Context: an optimization exercise on an open-source flow, tuned for a short achievable clock period and few clock cycles per item. The choices shown serve that exercise and are no tape-out recipe.
Only simulation tests tie the RTL to the original design; equivalence was not proved.

===== flow/run.sh =====
#!/bin/bash
# synth_recipe.tcl (not shown) runs the flow's synth.tcl, then flattens the netlist and writes it again
# the make line also repeats each setting of config.mk as NAME=value (left out here)
make -C /OpenROAD-flow-scripts/flow DESIGN_CONFIG=/design/flow/config.mk WORK_HOME=/design/flow/orfs CLKGATE_MAP_FILE= SYNTH_SCRIPT=/design/flow/synth_recipe.tcl finish

===== flow/design.v =====
package ntt_pkg;
    localparam int RING_SIZE = 16;
    localparam int HALF_SIZE = RING_SIZE / 2;
    localparam int DATA_W    = 14;
    localparam logic [DATA_W-1:0] Q = 14'd12289;
endpackage
`timescale 1ns/1ps
module coef_regfile (
    input  logic         clk,
    input  logic         wr_en,
    input  logic [3:0]   wr_addr,
    input  logic [13:0]  wr_data,
    input  logic [3:0]   rd_addr,
    output logic [13:0]  rd_data
);
    logic [13:0] mem [0:15];
    always_ff @(posedge clk) begin
        for (int i = 0; i < 16; i++) begin
            if (wr_en && wr_addr == i) begin
                mem[i] <= wr_data;
            end
        end
    end
    assign rd_data = mem[rd_addr];
endmodule
`timescale 1ns/1ps
module twiddle_ram (
    input  logic          clk,
    input  logic          wr_en,
    input  logic [13:0]   wr_data,
    output logic [293:0]  tab         
);
    localparam logic [13:0] Q = 14'd12289;
    logic [13:0] w;
    logic [13:0] t [0:6][1:3];
    function automatic logic [13:0] dbl(input logic [13:0] c);
        logic [14:0] v;
        v = {c, 1'b0};
        if (c >= 14'd6145) v = v - {1'b0, Q};
        dbl = v[13:0];
    endfunction
    function automatic logic [13:0] tpl(input logic [13:0] c);
        logic [15:0] v;
        v = {2'b00, c} + {1'b0, c, 1'b0};
        if (c >= 14'd8193)      v = v - {1'b0, Q, 1'b0};
        else if (c >= 14'd4097) v = v - {2'b00, Q};
        tpl = v[13:0];
    endfunction
    function automatic logic [13:0] quad(input logic [13:0] c);
        logic [15:0] v;
        v = {c, 2'b00};
        if (c >= 14'd9217)      v = v - ({2'b00, Q} + {1'b0, Q, 1'b0});
        else if (c >= 14'd6145) v = v - {1'b0, Q, 1'b0};
        else if (c >= 14'd3073) v = v - {2'b00, Q};
        quad = v[13:0];
    endfunction
    always_ff @(posedge clk) begin
        if (wr_en) begin
            w <= wr_data;
        end
        t[0][1] <= w;
        t[0][2] <= dbl(w);
        t[0][3] <= tpl(w);
        for (int i = 1; i < 7; i++) begin
            for (int d = 1; d < 4; d++) begin
                t[i][d] <= quad(t[i-1][d]);
            end
        end
    end
    always_comb begin
        for (int i = 0; i < 7; i++) begin
            for (int d = 1; d < 4; d++) begin
                tab[(i*3+d-1)*14 +: 14] = t[i][d];
            end
        end
    end
endmodule
`timescale 1ns/1ps
module mod_mult (
    input  logic          clk,
    input  logic [13:0]   a,
    input  logic [293:0]  tab,
    output logic [13:0]   p
);
    localparam logic [125:0] NKQ = {18'd188410, 18'd200699, 18'd212988, 18'd225277,
                                    18'd237566, 18'd249855, 18'd0};
    logic [16:0] row [0:6];
    logic [16:0] cs_s;
    logic [16:0] cs_c;
    logic [16:0] s1_s;
    logic [16:0] s1_c;
    function automatic logic [33:0] csa(input logic [16:0] x, input logic [16:0] y, input logic [16:0] z);
        logic [16:0] s;
        logic [16:0] c;
        s = x ^ y ^ z;
        c = (x & y) | (x & z) | (y & z);
        csa = {c[15:0], 1'b0, s};
    endfunction
    always_comb begin
        logic [33:0] l1a, l1b, l2, l3, l4;
        for (int i = 0; i < 7; i++) begin
            case (a[2*i +: 2])
                2'd1:    row[i] = {3'b000, tab[(i*3+0)*14 +: 14]};
                2'd2:    row[i] = {3'b000, tab[(i*3+1)*14 +: 14]};
                2'd3:    row[i] = {3'b000, tab[(i*3+2)*14 +: 14]};
                default: row[i] = '0;
            endcase
        end
        l1a = csa(row[0], row[1], row[2]);
        l1b = csa(row[3], row[4], row[5]);
        l2  = csa(l1a[16:0], l1a[33:17], l1b[16:0]);
        l3  = csa(l1b[33:17], row[6], l2[16:0]);
        l4  = csa(l2[33:17], l3[16:0], l3[33:17]);
        cs_s = l4[16:0];
        cs_c = l4[33:17];
    end
    logic [17:0] dk [0:6];
    logic [13:0] red;
    always_comb begin
        for (int k = 0; k < 7; k++) begin
            logic [17:0] x, y, z, s, c;
            x = {1'b0, s1_s};
            y = {1'b0, s1_c};
            z = NKQ[k*18 +: 18];
            s = x ^ y ^ z;
            c = ((x & y) | (x & z) | (y & z)) << 1;
            dk[k] = s + c;
        end
        red = dk[0][13:0];
        for (int k = 1; k < 7; k++) begin
            if (!dk[k][17]) red = dk[k][13:0];
        end
    end
    always_ff @(posedge clk) begin
        s1_s <= cs_s;
        s1_c <= cs_c;
        p    <= red;
    end
endmodule
`timescale 1ns/1ps
module butterfly_unit (
    input  logic [13:0] a,
    input  logic [13:0] b,
    input  logic        sub,
    output logic [13:0] r
);
    localparam logic [16:0] QP1  = 17'd12290;     
    localparam logic [16:0] NEGQ = 17'd118783;    
    logic [16:0] bb;
    logic [16:0] kk;
    logic [16:0] t1;
    logic [16:0] t2;
    logic [16:0] x, y, s, c;
    always_comb begin
        bb = sub ? ~{3'b000, b} : {3'b000, b};
        kk = sub ? QP1 : NEGQ;
        t1 = {3'b000, a} + bb + {16'd0, sub};
        x  = {3'b000, a};
        y  = bb;
        s  = x ^ y ^ kk;
        c  = ((x & y) | (x & kk) | (y & kk)) << 1;
        t2 = s + c;
        if (sub) r = t1[16] ? t2[13:0] : t1[13:0];
        else     r = t2[16] ? t1[13:0] : t2[13:0];
    end
endmodule
`timescale 1ns/1ps
module addr_gen (
    input  logic [3:0]  j,
    output logic [47:0] sel,      
    output logic [15:0] neg
);
    always_comb begin
        for (int m = 0; m < 16; m++) begin
            logic [3:0] e;
            e = j * m;
            sel[m*3 +: 3] = e[2:0];
            neg[m]        = e[3];
        end
    end
endmodule
`timescale 1ns/1ps
module ntt_core (
    input  logic        clk,
    input  logic        reset,
    input  logic        load_w,
    input  logic        load_data,
    input  logic        start,
    input  logic [13:0] din,
    output logic        done,
    output logic [13:0] dout
);
    localparam logic [13:0] Q = 14'd12289;
    localparam logic [2:0] IDLE  = 3'd0;
    localparam logic [2:0] LTW   = 3'd1;
    localparam logic [2:0] LDAT  = 3'd2;
    localparam logic [2:0] WAITD = 3'd3;
    localparam logic [2:0] OUTP  = 3'd4;
    logic [2:0]  state;
    logic [3:0]  cnt;
    logic [4:0]  nload;      
    logic [4:0]  p;          
    logic        tab_ok;     
    logic [2:0]  tcnt;
    logic [3:0]  ocnt;
    logic        oen;
    logic        idle;
    logic        acc_w;
    logic        acc_d;
    logic        acc_s;
    logic        din_v;
    logic        byp;
    logic        from_store;
    logic        issue;
    logic        done_n;
    assign idle  = (state == IDLE);
    assign acc_w = idle && load_w;
    assign acc_d = idle && !load_w && load_data;
    assign acc_s = idle && !load_w && !load_data && start;
    assign din_v = (state == LDAT);
    assign byp        = tab_ok && din_v && (p == {1'b0, cnt});
    assign from_store = tab_ok && (p < nload);
    assign issue      = byp || from_store;
    assign done_n     = (acc_s || (state == WAITD)) && (p == 5'd16);
    always_ff @(posedge clk or posedge reset) begin
        if (reset) begin
            state  <= IDLE;
            cnt    <= '0;
            nload  <= '0;
            p      <= '0;
            tab_ok <= 1'b0;
            tcnt   <= '0;
            ocnt   <= '0;
            oen    <= 1'b0;
            done   <= 1'b0;
        end else begin
            done <= done_n;
            if (issue) p <= p + 5'd1;
            if (tcnt != 3'd0) begin
                tcnt <= tcnt - 3'd1;
                if (tcnt == 3'd1) tab_ok <= 1'b1;
            end
            if (oen) begin
                ocnt <= ocnt + 4'd1;
                if (ocnt == 4'd15) oen <= 1'b0;
            end
            case (state)
                IDLE: begin
                    cnt <= '0;
                    if (acc_w) begin
                        state  <= LTW;
                        tab_ok <= 1'b0;
                        tcnt   <= '0;
                        p      <= '0;
                    end else if (acc_d) begin
                        state <= LDAT;
                        nload <= '0;
                        p     <= '0;
                    end else if (acc_s) begin
                        state <= WAITD;
                    end
                end
                LTW: begin
                    cnt <= cnt + 4'd1;
                    if (cnt == 4'd7) begin
                        state <= IDLE;
                        cnt   <= '0;
                        tcnt  <= 3'd6;
                    end
                end
                LDAT: begin
                    cnt   <= cnt + 4'd1;
                    nload <= {1'b0, cnt} + 5'd1;
                    if (cnt == 4'd15) begin
                        state <= IDLE;
                        cnt   <= '0;
                    end
                end
                WAITD: begin
                end
                OUTP: begin
                    if (ocnt == 4'd15) state <= IDLE;
                end
                default: begin
                    state <= IDLE;
                end
            endcase
            if (done_n) begin
                state <= OUTP;
                ocnt  <= '0;
                oen   <= 1'b1;
            end
        end
    end
    logic [293:0] tab [1:7];
    genvar gr;
    generate
        for (gr = 1; gr < 8; gr++) begin : g_tw
            twiddle_ram tw_i (
                .clk    (clk),
                .wr_en  ((state == LTW) && (cnt == gr)),
                .wr_data(din),
                .tab    (tab[gr])
            );
        end
    endgenerate
    logic [13:0] xs_rd;
    coef_regfile rf_i (
        .clk    (clk),
        .wr_en  (din_v),
        .wr_addr(cnt),
        .wr_data(din),
        .rd_addr(p[3:0]),
        .rd_data(xs_rd)
    );
    logic [13:0] op;
    logic [3:0]  op_j;
    logic        op_v;
    always_ff @(posedge clk) begin
        op   <= byp ? din : xs_rd;
        op_j <= p[3:0];
    end
    logic [3:0]  s1_j;
    logic        s1_v;
    logic [13:0] x1;
    logic [13:0] x2;
    logic [47:0] sel_n;
    logic [15:0] neg_n;
    logic [47:0] s2_sel;
    logic [15:0] s2_neg;
    logic        s2_first;
    logic        s2_v;
    always_ff @(posedge clk or posedge reset) begin
        if (reset) begin
            op_v <= 1'b0;
            s1_v <= 1'b0;
            s2_v <= 1'b0;
        end else begin
            op_v <= issue;
            s1_v <= op_v;
            s2_v <= s1_v;
        end
    end
    addr_gen sel_i (
        .j  (s1_j),
        .sel(sel_n),
        .neg(neg_n)
    );
    always_ff @(posedge clk) begin
        s1_j     <= op_j;
        x1       <= op;
        x2       <= x1;
        s2_sel   <= sel_n;
        s2_neg   <= neg_n;
        s2_first <= (s1_j == 4'd0);
    end
    logic [13:0] prod [0:7];
    assign prod[0] = x2;
    genvar gm;
    generate
        for (gm = 1; gm < 8; gm++) begin : g_mul
            mod_mult mul_i (
                .clk(clk),
                .a  (op),
                .tab(tab[gm]),
                .p  (prod[gm])
            );
        end
    endgenerate
    logic [13:0] acc [0:15];
    logic [13:0] acc_n [0:15];
    butterfly_unit bu0 (
        .a  (op_j == 4'd0 ? 14'd0 : acc[0]),
        .b  (op),
        .sub(1'b0),
        .r  (acc_n[0])
    );
    butterfly_unit bu8 (
        .a  (op_j == 4'd0 ? 14'd0 : acc[8]),
        .b  (op),
        .sub(op_j[0]),
        .r  (acc_n[8])
    );
    generate
        for (gm = 1; gm < 16; gm++) begin : g_acc
            if (gm != 8) begin : g_m
                butterfly_unit bu (
                    .a  (s2_first ? 14'd0 : acc[gm]),
                    .b  (prod[s2_sel[gm*3 +: 3]]),
                    .sub(s2_neg[gm]),
                    .r  (acc_n[gm])
                );
            end
        end
    endgenerate
    always_ff @(posedge clk) begin
        if (op_v) begin
            acc[0] <= acc_n[0];
            acc[8] <= acc_n[8];
        end
        for (int m = 1; m < 16; m++) begin
            if (m != 8 && s2_v) acc[m] <= acc_n[m];
        end
    end
    logic [3:0] orev;
    assign orev = {ocnt[0], ocnt[1], ocnt[2], ocnt[3]};
    always_ff @(posedge clk or posedge reset) begin
        if (reset) begin
            dout <= '0;
        end else begin
            dout <= oen ? acc[orev] : '0;
        end
    end
endmodule

===== flow/config.mk =====
export PLATFORM = sky130hd
export DESIGN_NAME = ntt_core
export DESIGN_NICKNAME = ntt_core
export VERILOG_FILES = /design/flow/design.v
export SDC_FILE = /design/flow/constraint.sdc
export NUM_CORES = 4
export LEC_CHECK = 0
export ABC_CLOCK_PERIOD_IN_PS = 2500
export CAP_MARGIN = 20
export CORE_MARGIN = 2
export CORE_UTILIZATION = 40
export SETUP_SLACK_MARGIN = 4.5
export SLEW_MARGIN = 20

===== flow/constraint.sdc =====
create_clock -name core_clock -period 7.0 [get_ports {clk}]
set_input_delay 1.4000 -clock core_clock [delete_from_list [all_inputs] [get_ports {clk}]]
set_output_delay 1.4000 -clock core_clock [all_outputs]
set_load 0.01 [all_outputs]

==> results.txt <==
- Outcome: finished clean
- DIE HEIGHT: 742.5 um
- Ys async rst share: 0.01456
- Number of global-route vias before repair: ~190k
- Final Max Slew Viols: 0
- Vias per cell: 5.843
- CTS Hold Bufs: 0
- GR Overflow Total: 0
- Starting Density: 0.4011
- M3 GR Usage: 0.07056
- Post-Syn Area: 0.2181 mm^2
- Rows: 271
- Layout Nets: 29410
- CP Data Arrival Time: around 5.3 ns
- Slowest cell on crit path: dfxtp_1
- Worst hold slack: 0.3246 ns
- Unrepaired setup endpoints after global routing: true
- Post-Syn Area per Cell: 8.444 um^2
- Synth warnings: 16
- I/O pins: 34
- Met2 Use GR: 0.4431
- Via Count: 204200
- CP Cell Sequence: o21ai_0 > a21boi_0 > o22ai_1 > a21oi_2 > nor2_4 > xnor2_1 > ha_2 > xnor2_1 > ha_1 > o21a_1 > o41ai_4 > o21ai_1 > and2_4 > o21ai_2 > a21o_1 > a311o_2 > buf_6 > mux2_4
- Hold crit path type: flip-flop to flip-flop
- R2R depth: 18
- EDFF count, synth: 546
- Unique masters post-synth: between 100 and 150
- Antenna Nets Post-Route: 0
- Final Skew: 0.08530 ns
- First-pass GRT wire length: 1207 mm
- CP startpoint kind: flip-flop
- WP data required: about 7.7 ns
- Clk buf depth: 4
- Largest fanout on the critical path: 7
- Port bufs: 33
- Final Wtd Congestion: 1.004
- Critical path buffers and inverters: 1
- DR DRC count: 0
- Slew HR: 0.1846
- Stages on worst setup path: 18
- Family with the most delay on the worst path: compound AO/OA/AOI/OAI gates
- H-Tree Depth: 5
- Final Cycle Share: 0.6579
- 1st-iter DRT viols: 20710
- Largest net degree at the start of global routing: 98
- Syn nets: ~28000
- Fin crit period: between 4 and 5 ns
- Max-cap violation count: 0
- Register area share after synthesis: 0.3035
- Total wire length: 850.3 mm
- Proportion of layout cells with a drive suffix above 1: 0.2802
- M1 GR Usage: 0.3729
- Slowest stage delay, CP: ~0.84 ns
- Die area: 0.5513 mm^2
- Die Wd: 742.5 um
- Clock sink count: 3023
- Total track usage: 0.2857
- Clk root buf: clkbuf_16
- Clock transition at the registers of the reported paths: 0.06 ns
- Setup violators final: 0
- Max Clk Rate: about 220 MHz
- Hold depth: 0
- Most common cell type on the critical path: xnor2_1
- Worst Setup Path Type: flip-flop to flip-flop
- Worst-margin pin slew: about 1.2 ns
- Fill cell count: slightly below 50000
- DP HPWL: 574.7 mm
- DR WL/cell: between 20 and 25 um
- Most Crowded Layer GR: met2
- DRT Pass-1 Iters: 9
- Initial antenna violation count: 66
- Cells after synthesis: 25830
- Fin. Hold Viols: 0
- TritonCTS buffer count: approximately 360
- Top_reg_cell synth: dfxtp_1
- Area grow syn2layout: 31.12%
- CTS tree: done
- Area of the core: 0.5439 mm^2
- Final TNS setup: 0 ns
- Synth Register Bits: 3023
- Worst skew pair latency: approximately 1.1 ns
- Critical path endpoint category: flip-flop
==> timing repair <==
action | 4_1_cts | 5_1_grt
pin swaps | 1188 | 1503
setup buffers | 1269 | 828
endpoints found under the hold margin | 0 | 0
gates cloned | 104 | 17
resized for setup | 3286 | 2398
endpoints found under the setup margin | 1646 | 1738
==> final cells by class <==
| cell class | count | area, um^2 | share of cell area |
|---|---|---|---|
| multi-input combinational | 19630 | 164600 | 0.5756 |
| sequential | 3023 | 66880 | 0.2338 |
| timing repair buffer | 2461 | 25140 | 0.08791 |
| clock buffer | 463 | 10160 | 0.03553 |
| tap | 7234 | 9051 | 0.03164 |
| inverter | 1901 | 7432 | 0.02598 |
| clock inverter | 197 | 2608 | 0.009116 |
| antenna | 30 | 75.07 | 0.0002625 |
| timing repair inverter | 5 | 43.79 | 0.0001531 |
==> cells in the mapped netlist, drive strengths merged (59+ instances only) <==
master,number,area share
or4,71,0.0024
mux2,244,0.013
o22ai,105,0.0030
nor2,1998,0.034
a21oi,1638,0.038
mux4,74,0.0076
mux2i,870,0.040
nand3,571,0.013
nand2b,322,0.0092
nor4,280,0.0080
o21a,77,0.0026
xnor2,1511,0.061
nand4,112,0.0032
inv,1897,0.033
nand2,2295,0.039
a21o,337,0.012
a22o,198,0.0079
nand3b,129,0.0044
o211ai,125,0.0043
o21ai,1882,0.043
o221ai,76,0.0031
or3,124,0.0036
and2,242,0.0069
a31oi,409,0.012
nor3,578,0.013
and3,169,0.0048
ha,1440,0.083
edfxtp,546,0.075
or2,172,0.0049
a22oi,212,0.0073
xor2,843,0.034
a2111oi,59,0.0025
clkbuf,1133,0.019
fa,580,0.053
buf,165,0.0031
nor2b,492,0.014
o21bai,176,0.0061
o31ai,115,0.0040
a211oi,173,0.0060
dfxtp,2433,0.22
a221oi,180,0.0073
==> placed cells by master (no fill, tap or decap), drive strengths merged, types with 129 or more instances in the layout <==
master,n
dfxtp,2433
buf,2426
nand2,2295
nor2,1998
inv,1924
o21ai,1883
a21oi,1639
xnor2,1511
ha,1440
mux2i,870
xor2,843
fa,580
nor3,578
nand3,571
edfxtp,546
nor2b,492
clkbuf,478
a31oi,409
a21o,339
nand2b,322
nor4,280
mux2,244
and2,242
a22oi,213
a22o,198
a221oi,180
o21bai,176
a211oi,173
or2,172
and3,170
nand3b,129
==> cell families (layout without fill, tap and decap cells) <==
logic type               count (synthesis)  in the layout  synth area share
buffers and inverters                 3199           5027           0.05531
AND/OR/NAND/NOR                       7744           7746            0.1695
other                                    0             30                 0
XOR/XNOR                              2354           2354           0.09451
flip-flops                            3023           3023            0.3035
AO/OA/AOI/OAI                         6306           6318            0.1812
adder cells (fa/ha/maj)               2020           2020            0.1358
multiplexers                          1188           1188           0.06017
==> layer usage <==
metal / up-vias / part of all wire
met5: - / 0.00032
met4: 30 / 0.059
met3: 2320 / 0.096
met2: 9418 / 0.44
met1: 98790 / 0.41
li1: 93610 / -
==> per-stage QoR <==
stage / std cells / area, um^2 / setup slack (ns) / util
2_1_floorplan: 25830 / 225300 / 2.053 / -
3_3_place_gp: 32030 / 229400 / 1.168 / 0.4217
3_5_place_dp: 32030 / 229400 / 1.241 / 0.4217
4_1_cts: 34070 / 269000 / 2.481 / 0.4945
5_1_grt: 34920 / 286000 / 2.361 / 0.5258
6_report: 34940 / 286000 / 2.395 / 0.5259
==> registers in the layout (all words and copies together), names as in the netlist, 8 cells and up <==
signal	count
acc	224
dout	14
g_mul.mul_i.p	98
g_mul.mul_i.s1_c	98
g_mul.mul_i.s1_s	112
g_tw.tw_i.t	2058
g_tw.tw_i.w	98
op	14
rf_i.mem	224
s2_neg	8
s2_sel	8
x1	14
x2	14
==> path summary, 6_finish.rpt <==
kind / startpoint / endpoint / slack (ns)
worst min register to register: x1[11]$_DFF_P_ / x2[11]$_DFF_P_ / 0.32
worst max register to register: g_mul[2].mul_i.p[5]$_DFF_P_ / acc[5][9]$_DFFE_PP_ / 2.39
worst min-delay path: x1[11]$_DFF_P_ / x2[11]$_DFF_P_ / 0.32
max in group asynchronous: reset / p[3]$_DFF_PP0_ / 5.19
min in group asynchronous: reset / oen$_DFF_PP0_ / 1.04
worst max-delay path: g_mul[2].mul_i.p[5]$_DFF_P_ / acc[5][9]$_DFFE_PP_ / 2.39
Testbench counts, summed over its fixed seeds: cycles 6,648, transforms 192.

afterwards: timing with drivers on the ports:
The flow's constraints put no driver on any port. The routed layout listed below was extracted and timed again, unchanged, in two steps.
Step 1, drivers: a clkbuf_16 drives clk and a buf_2 each remaining input, both assumed.
Step 2 times the ports against the registers' clock, not the clock port: input delays grow and output delays shrink by t, the midpoint of the rising clock arrivals with the driver on.
Three values: no drivers, after step 1, after step 2; two values: the first two.
shift t [ns]: 1.136
setup WS [ns]: 2.395 / 2.395 / 2.395
hold slack, ns: 0.325 / 0.325 / 0.325
After both steps this run still meets setup and hold. For this run, drivers alone change the setup slack by 0.000 ns; drivers and shift together by 0.000 ns.
